This is an optimization exercise on Yosys and OpenROAD, whose aim is small area and few clock cycles per item, not a production implementation. RTL that was checked went through simulation tests only; none was proved equivalent to the original. No activity file was given, so power comes from the tool's default toggle rates. The clock port is modelled as an ideal driver; clocking choices that lean on that would not hold on a real chip.

==> flow/design.v <==
package ofdm_pkg;
  localparam int N_FFT    = 64;
  localparam int LOG2_N   = 6;
  localparam int CP_LEN   = 16;
  localparam int SAMPLE_W = 32;
  typedef enum logic [1:0] {
    IDLE = 2'd0,
    PFX  = 2'd1,
    BODY = 2'd2
  } rd_state_e;
endpackage
module cp_ram
#(
   parameter int WIDTH = 32,
   parameter int N     = 64
) (
   input  logic             clk,
   input  logic [N/4-1:0]   ins,      
   input  logic [WIDTH-1:0] wd,
   input  logic [1:0]       tap,      
   output logic [WIDTH-1:0] rd
);
   logic [WIDTH-1:0] ring [N];
   logic [WIDTH-1:0] wd_n;
   assign wd_n = ~wd;
   always_ff @(posedge clk) begin
      for (int p = 0; p < N; p++) begin
         if (p % 4 == 1) ring[p] <= ins[p / 4] ? (((p / 4) % 2 == 1) ? wd_n : wd)
                                               : ~ring[(p + N - 1) % N];
         else            ring[p] <= ring[(p + N - 1) % N];
      end
   end
   always_comb begin
      case (tap)
         2'd0:    rd = ~ring[0];
         2'd1:    rd = ~ring[N / 4];
         2'd2:    rd = ~ring[N / 2];
         default: rd = ~ring[3 * N / 4];
      endcase
   end
endmodule
module cp_insert
#(
   parameter int WIDTH = 32,
   parameter int N     = 64,
   parameter int B     = 6,
   parameter int CP    = 16
) (
   input  logic             clk,
   input  logic             rst,
   input  logic             ena_in,
   input  logic [WIDTH-1:0] dat_in,
   output logic             in_rdy,
   output logic             val_out,
   output logic             sym_sta,
   output logic [WIDTH-1:0] dat_out
);
   if (N != 64 || B != 6 || CP != 16) begin : g_bad_par
      $error("cp_insert: this implementation is built for N = 64, B = 6, CP = 16");
   end
   logic [B-1:0] ph, ph_nxt;
   logic [B-1:0] wa, wa_nxt;
   logic [B-1:0] wpos;
   logic         full, full_nxt;
   logic         act, act_nxt;
   logic         body, body_nxt;
   logic [1:0]   tsel, tsel_nxt;
   logic [B-1:0] ra;
   logic         free, rdy, acc, last_in, last_pfx, last_out, start;
   logic [N/4-1:0] ins;
   assign ra = {ph[5:4] - tsel, ph[3:0]};
   assign wpos = ph + B'(1) - wa;
   assign free = !full || (act && body && wa <= ra);
   assign rdy  = (wpos[1:0] == 2'b01) && free;
   assign acc  = ena_in && rdy;
   always_comb begin
      ins = '0;
      if (acc) ins[wpos[B-1:2]] = 1'b1;
   end
   assign last_in  = acc && (wa == B'(N - 1));
   assign last_pfx = act && !body && (ph[3:0] == 4'hf);
   assign last_out = act && body && (ra == B'(N - 1));
   assign wa_nxt   = acc ? wa + B'(1) : wa;
   assign full_nxt = last_in || (full && !last_out);
   assign ph_nxt   = (!full_nxt && wa_nxt == '0) ? '0 : ph + B'(1);
   assign start    = full_nxt && (!act || last_out) && (ph_nxt[3:0] == 4'h0);
   always_comb begin
      act_nxt  = act;
      body_nxt = body;
      tsel_nxt = tsel;
      if (start) begin
         act_nxt  = 1'b1;
         body_nxt = 1'b0;
         tsel_nxt = ph_nxt[5:4] + 2'd1;
      end else begin
         if (last_pfx) body_nxt = 1'b1;
         if (last_out) act_nxt  = 1'b0;
      end
   end
   always_ff @(posedge clk or negedge rst) begin
      if (!rst) begin
         ph   <= '0;
         wa   <= '0;
         full <= 1'b0;
         act  <= 1'b0;
      end else begin
         ph   <= ph_nxt;
         wa   <= wa_nxt;
         full <= full_nxt;
         act  <= act_nxt;
      end
   end
   always_ff @(posedge clk) begin
      body <= body_nxt;
      tsel <= tsel_nxt;
   end
   cp_ram #(
      .WIDTH (WIDTH),
      .N     (N)
   ) u_ram (
      .clk (clk),
      .ins (ins),
      .wd  (dat_in),
      .tap (tsel),
      .rd  (dat_out)
   );
   assign in_rdy  = rdy;
   assign val_out = act;
   assign sym_sta = act && !body && (ph[3:0] == 4'h0);
endmodule
clock: 7.0 ns
lec_check: 0
cap_margin: 20
core_margin: 2
core_utilization: 70
cts_buf_list: sky130_fd_sc_hd__clkbuf_16
cts_cluster_diameter: 60
cts_cluster_size: 35
slew_margin: 20
synth_memory_max_bits: 16384
run.sh (not shown) runs the stock make flow with config.mk's settings and CLKGATE_MAP_FILE= SYNTH_SCRIPT=/design/flow/synth_recipe.tcl, a recipe that flattens the netlist after the stock synthesis.
Change:
CORE_UTILIZATION = 60   (was 70)
CTS_CLUSTER_DIAMETER = 70   (was 60)
CTS_CLUSTER_SIZE = 32   (was 35)
=> Global-route usage goes down by 2.4 points. Sequential power stays flat. Cell area goes down by 0.60%. Synthesized area does not change.
No functional check of the RTL was part of any run of this note.

* * *

cp_insert, a different RTL version from the one above (not shown whole).
For scale: about 3,100 cells after synthesis, ~70 I/O pins.
export LEC_CHECK = 0
export CAP_MARGIN = 0
export CORE_MARGIN = 2
export CORE_UTILIZATION = 60
export CTS_BUF_LIST = sky130_fd_sc_hd__clkbuf_16
export CTS_CLUSTER_DIAMETER = 100
export CTS_CLUSTER_SIZE = 34
export SLEW_MARGIN = 0
export SYNTH_HIERARCHICAL = 1
export SYNTH_MEMORY_MAX_BITS = 16384
create_clock -name core_clock -period 7.0 [get_ports {clk}]
standard.sh (not shown) runs the stock make flow with config.mk's settings and CLKGATE_MAP_FILE= SYNTH_SCRIPT=/design/flow/synth_recipe.tcl, a recipe that flattens the netlist after the stock synthesis.
==> flow/flow/run.sh <==
#!/bin/bash
set -e
export BUFFER_PORTS_ARGS="-buffer_cell sky130_fd_sc_hd__buf_1"
export CTS_ARGS="-sink_clustering_enable -repair_clock_nets -sink_clustering_size 34 -sink_clustering_max_diameter 100 -buf_list sky130_fd_sc_hd__clkbuf_16 -dont_use_dummy_load"
bash standard.sh > standard.log 2>&1
Testbench counts at the start, summed over its fixed seeds: cycles 15,872, symbols 192.
Change:
--- a/flow/flow/run.sh
+++ b/flow/flow/run.sh
@@ -2,2 +2,7 @@
 set -e
+rm -rf scripts_abc
+cp -r "$FLOW_HOME/scripts" scripts_abc
+sed -i 's/^&nf$/\&nf -R 1000/; /^buffer -c$/d; /^upsize -c$/d; /^dnsize -c$/d' scripts_abc/abc_speed.script
+cp scripts_abc/abc_speed.script abc_speed_script.log
+export SCRIPTS_DIR="$PWD/scripts_abc"
 export BUFFER_PORTS_ARGS="-buffer_cell sky130_fd_sc_hd__buf_1"
The changed run went through all stages and came out clean.
Non-clock buffer count went down by 4.
Design area went down by 0.92%.
Area after synthesis went down by 2.8%.
Change:
Settings changed: PLACE_DENSITY set to 0.8.
After rerunning: The new run completed with no timing, DRC or antenna violations; total power rose by 0.47%; setup slack is worse by 220 ps; wire length rises by 2.4%; combinational power hardly moves.

* * *

cp_insert, a different RTL version from the one above (not shown whole).
For scale: roughly 3200 cells after synthesis, ~70 I/O pins, roughly 0.049 mm^2 of cells after synthesis.
==> flow/design.v (excerpt) <==
module cp_insert
#(
   parameter int WIDTH = 32,
   parameter int N     = 64,
   parameter int B     = 6,
   parameter int CP    = 16
) (
   input  logic             clk,
   input  logic             rst,
   input  logic             ena_in,
   input  logic [WIDTH-1:0] dat_in,
   output logic             in_rdy,
   output logic             val_out,
   output logic             sym_sta,
   output logic [WIDTH-1:0] dat_out
);
Settings: LEC_CHECK=0, CAP_MARGIN=0, CORE_MARGIN=2, CORE_UTILIZATION=60, CTS_BUF_LIST=sky130_fd_sc_hd__clkbuf_8 sky130_fd_sc_hd__clkbuf_16, CTS_CLUSTER_DIAMETER=100, CTS_CLUSTER_SIZE=34, SLEW_MARGIN=0, SYNTH_MEMORY_MAX_BITS=16384; clock period 7.0 ns.
==> flow/flow/run.sh <==
#!/bin/bash
set -e
export BUFFER_PORTS_ARGS="-buffer_cell sky130_fd_sc_hd__buf_1"
export CTS_ARGS="-sink_clustering_enable -repair_clock_nets -sink_clustering_size 34 -sink_clustering_max_diameter 100 -buf_list {sky130_fd_sc_hd__clkbuf_8 sky130_fd_sc_hd__clkbuf_16} -dont_use_dummy_load"
bash standard.sh > standard.log 2>&1
Testbench counts at the start, summed over its fixed seeds: cycles 15,872, symbols 192.
Then changed:
==> flow/run.sh (new file) <==
#!/bin/bash
# synth_recipe.tcl (not shown) runs the flow's synth.tcl, then flattens the netlist and writes it again
# the make line also repeats each setting of config.mk as NAME=value (left out here)
make -C /OpenROAD-flow-scripts/flow DESIGN_CONFIG=/design/flow/config.mk WORK_HOME=/design/flow/orfs CLKGATE_MAP_FILE= SYNTH_SCRIPT=/design/flow/synth_recipe.tcl finish
Settings changed: CAP_MARGIN 0 to 20, CTS_BUF_LIST sky130_fd_sc_hd__clkbuf_8 sky130_fd_sc_hd__clkbuf_16 to sky130_fd_sc_hd__clkbuf_16, CTS_CLUSTER_DIAMETER 100 to 70, CTS_CLUSTER_SIZE 34 to 32, SLEW_MARGIN 0 to 20.
removed: flow/flow/run.sh
removed: flow/standard.sh
Routed wire length goes up by 2.7%.
Non-clock buffer count goes up by 3.
Worst hold slack is better by 79 ps.
Setup slack is worse by 73 ps.
Final area goes up by 1.5%.
Total power goes up by 1.9%.
Synthesized cell count does not change.
Count of clock-buffer cells in the layout goes up by 9.
Sequential share of layout area goes down by 1.2 points.
Register-to-register slack is worse by 70 ps.
Then changed:
==> flow/flow/run.sh (new file) <==
#!/bin/bash
set -e
rm -rf scripts_abc
cp -r "$FLOW_HOME/scripts" scripts_abc
sed -i 's/^&nf$/\&nf -R 1000/; /^buffer -c$/d; /^upsize -c$/d; /^dnsize -c$/d' scripts_abc/abc_speed.script
cp scripts_abc/abc_speed.script abc_speed_script.log
export SCRIPTS_DIR="$PWD/scripts_abc"
export BUFFER_PORTS_ARGS="-buffer_cell sky130_fd_sc_hd__buf_1"
export CTS_ARGS="-sink_clustering_enable -repair_clock_nets -sink_clustering_size 34 -sink_clustering_max_diameter 100 -buf_list sky130_fd_sc_hd__clkbuf_16 -dont_use_dummy_load"
bash standard.sh > standard.log 2>&1
==> flow/standard.sh (new file) <==
#!/bin/bash
# synth_recipe.tcl (not shown) runs the flow's synth.tcl, then flattens the netlist and writes it again
# the make line also repeats each setting of config.mk as NAME=value (left out here)
make -C /OpenROAD-flow-scripts/flow DESIGN_CONFIG=/design/flow/config.mk WORK_HOME=/design/flow/orfs CLKGATE_MAP_FILE= SYNTH_SCRIPT=/design/flow/synth_recipe.tcl "${@:-finish}"
Settings changed: CAP_MARGIN 20 to 0, CTS_CLUSTER_DIAMETER 70 to 100, CTS_CLUSTER_SIZE 32 to 34, SLEW_MARGIN 20 to 0.
removed: flow/run.sh
Result: The new run finished with timing, DRC and antenna clean. Power falls by 9.3%. Non-clock buffer count decreases by 5. Sequential power went down by about 5%.
Then changed:
==> flow/run.sh (new file) <==
#!/bin/bash
# synth_recipe.tcl (not shown) runs the flow's synth.tcl, then flattens the netlist and writes it again
# the make line also repeats each setting of config.mk as NAME=value (left out here)
make -C /OpenROAD-flow-scripts/flow DESIGN_CONFIG=/design/flow/config.mk WORK_HOME=/design/flow/orfs CLKGATE_MAP_FILE= SYNTH_SCRIPT=/design/flow/synth_recipe.tcl finish
Settings changed: CAP_MARGIN 0 to 20, CTS_CLUSTER_DIAMETER 100 to 50, CTS_CLUSTER_SIZE 34 to 36, SLEW_MARGIN 0 to 20.
removed: flow/flow/run.sh
removed: flow/standard.sh
The new run finished with timing, DRC and antenna clean.
Design area grows by a little under a tenth.
Global-route usage goes up by 0.24 points.
Total power rises by a quarter to a third.
Cell count rose by a few percent.

==> static timing again, ports no longer ideal <==
The flow's constraints put no driver on any port. The routed layouts listed below were extracted and timed again, unchanged, in two steps.
Step 1 sets driving cells, clkbuf_16 on the clock port and buf_2 on the other inputs (assumed; they add their load-dependent delay and slew).
Step 2 times the ports against the registers' clock, not the clock port: input delays grow and output delays shrink by t, the midpoint of the rising clock arrivals with the driver on.
a / b / c = ideal ports / drivers / drivers and shift; a / b = the first two.
| run | shift t [ns] | setup WS [ns] | slew at the worst register clock pin (ns) |
|---|---|---|---|
| the first run of note 1 | 0.700 | 1.809 / 1.809 / 1.809 | 0.12 / 0.12 |
| the second run of note 1 | 0.702 | 1.827 / 1.827 / 1.827 | 0.11 / 0.11 |
| the first run of note 2 | 0.708 | 1.382 / 1.382 / 1.382 | 0.12 / 0.12 |
| the second run of note 2 | 0.701 | 2.053 / 2.052 / 2.052 | 0.12 / 0.12 |
| the third run of note 2 | 0.708 | 1.828 / 1.828 / 1.828 | 0.12 / 0.12 |
| the first run of note 3 | 0.681 | 1.990 / 1.990 / 1.990 | 0.12 / 0.12 |
| the second run of note 3 | 0.705 | 1.917 / 1.917 / 1.917 | 0.11 / 0.11 |
| the third run of note 3 | 0.694 | 2.045 / 2.045 / 2.045 | 0.12 / 0.12 |
| the fourth run of note 3 | 0.778 | 1.933 / 1.933 / 1.933 | 0.10 / 0.10 |
After both steps every run listed still meets setup and hold. The setup slack of the second run of note 2, which loses most, moves by -0.001 ns with the drivers and by -0.001 ns with both steps.
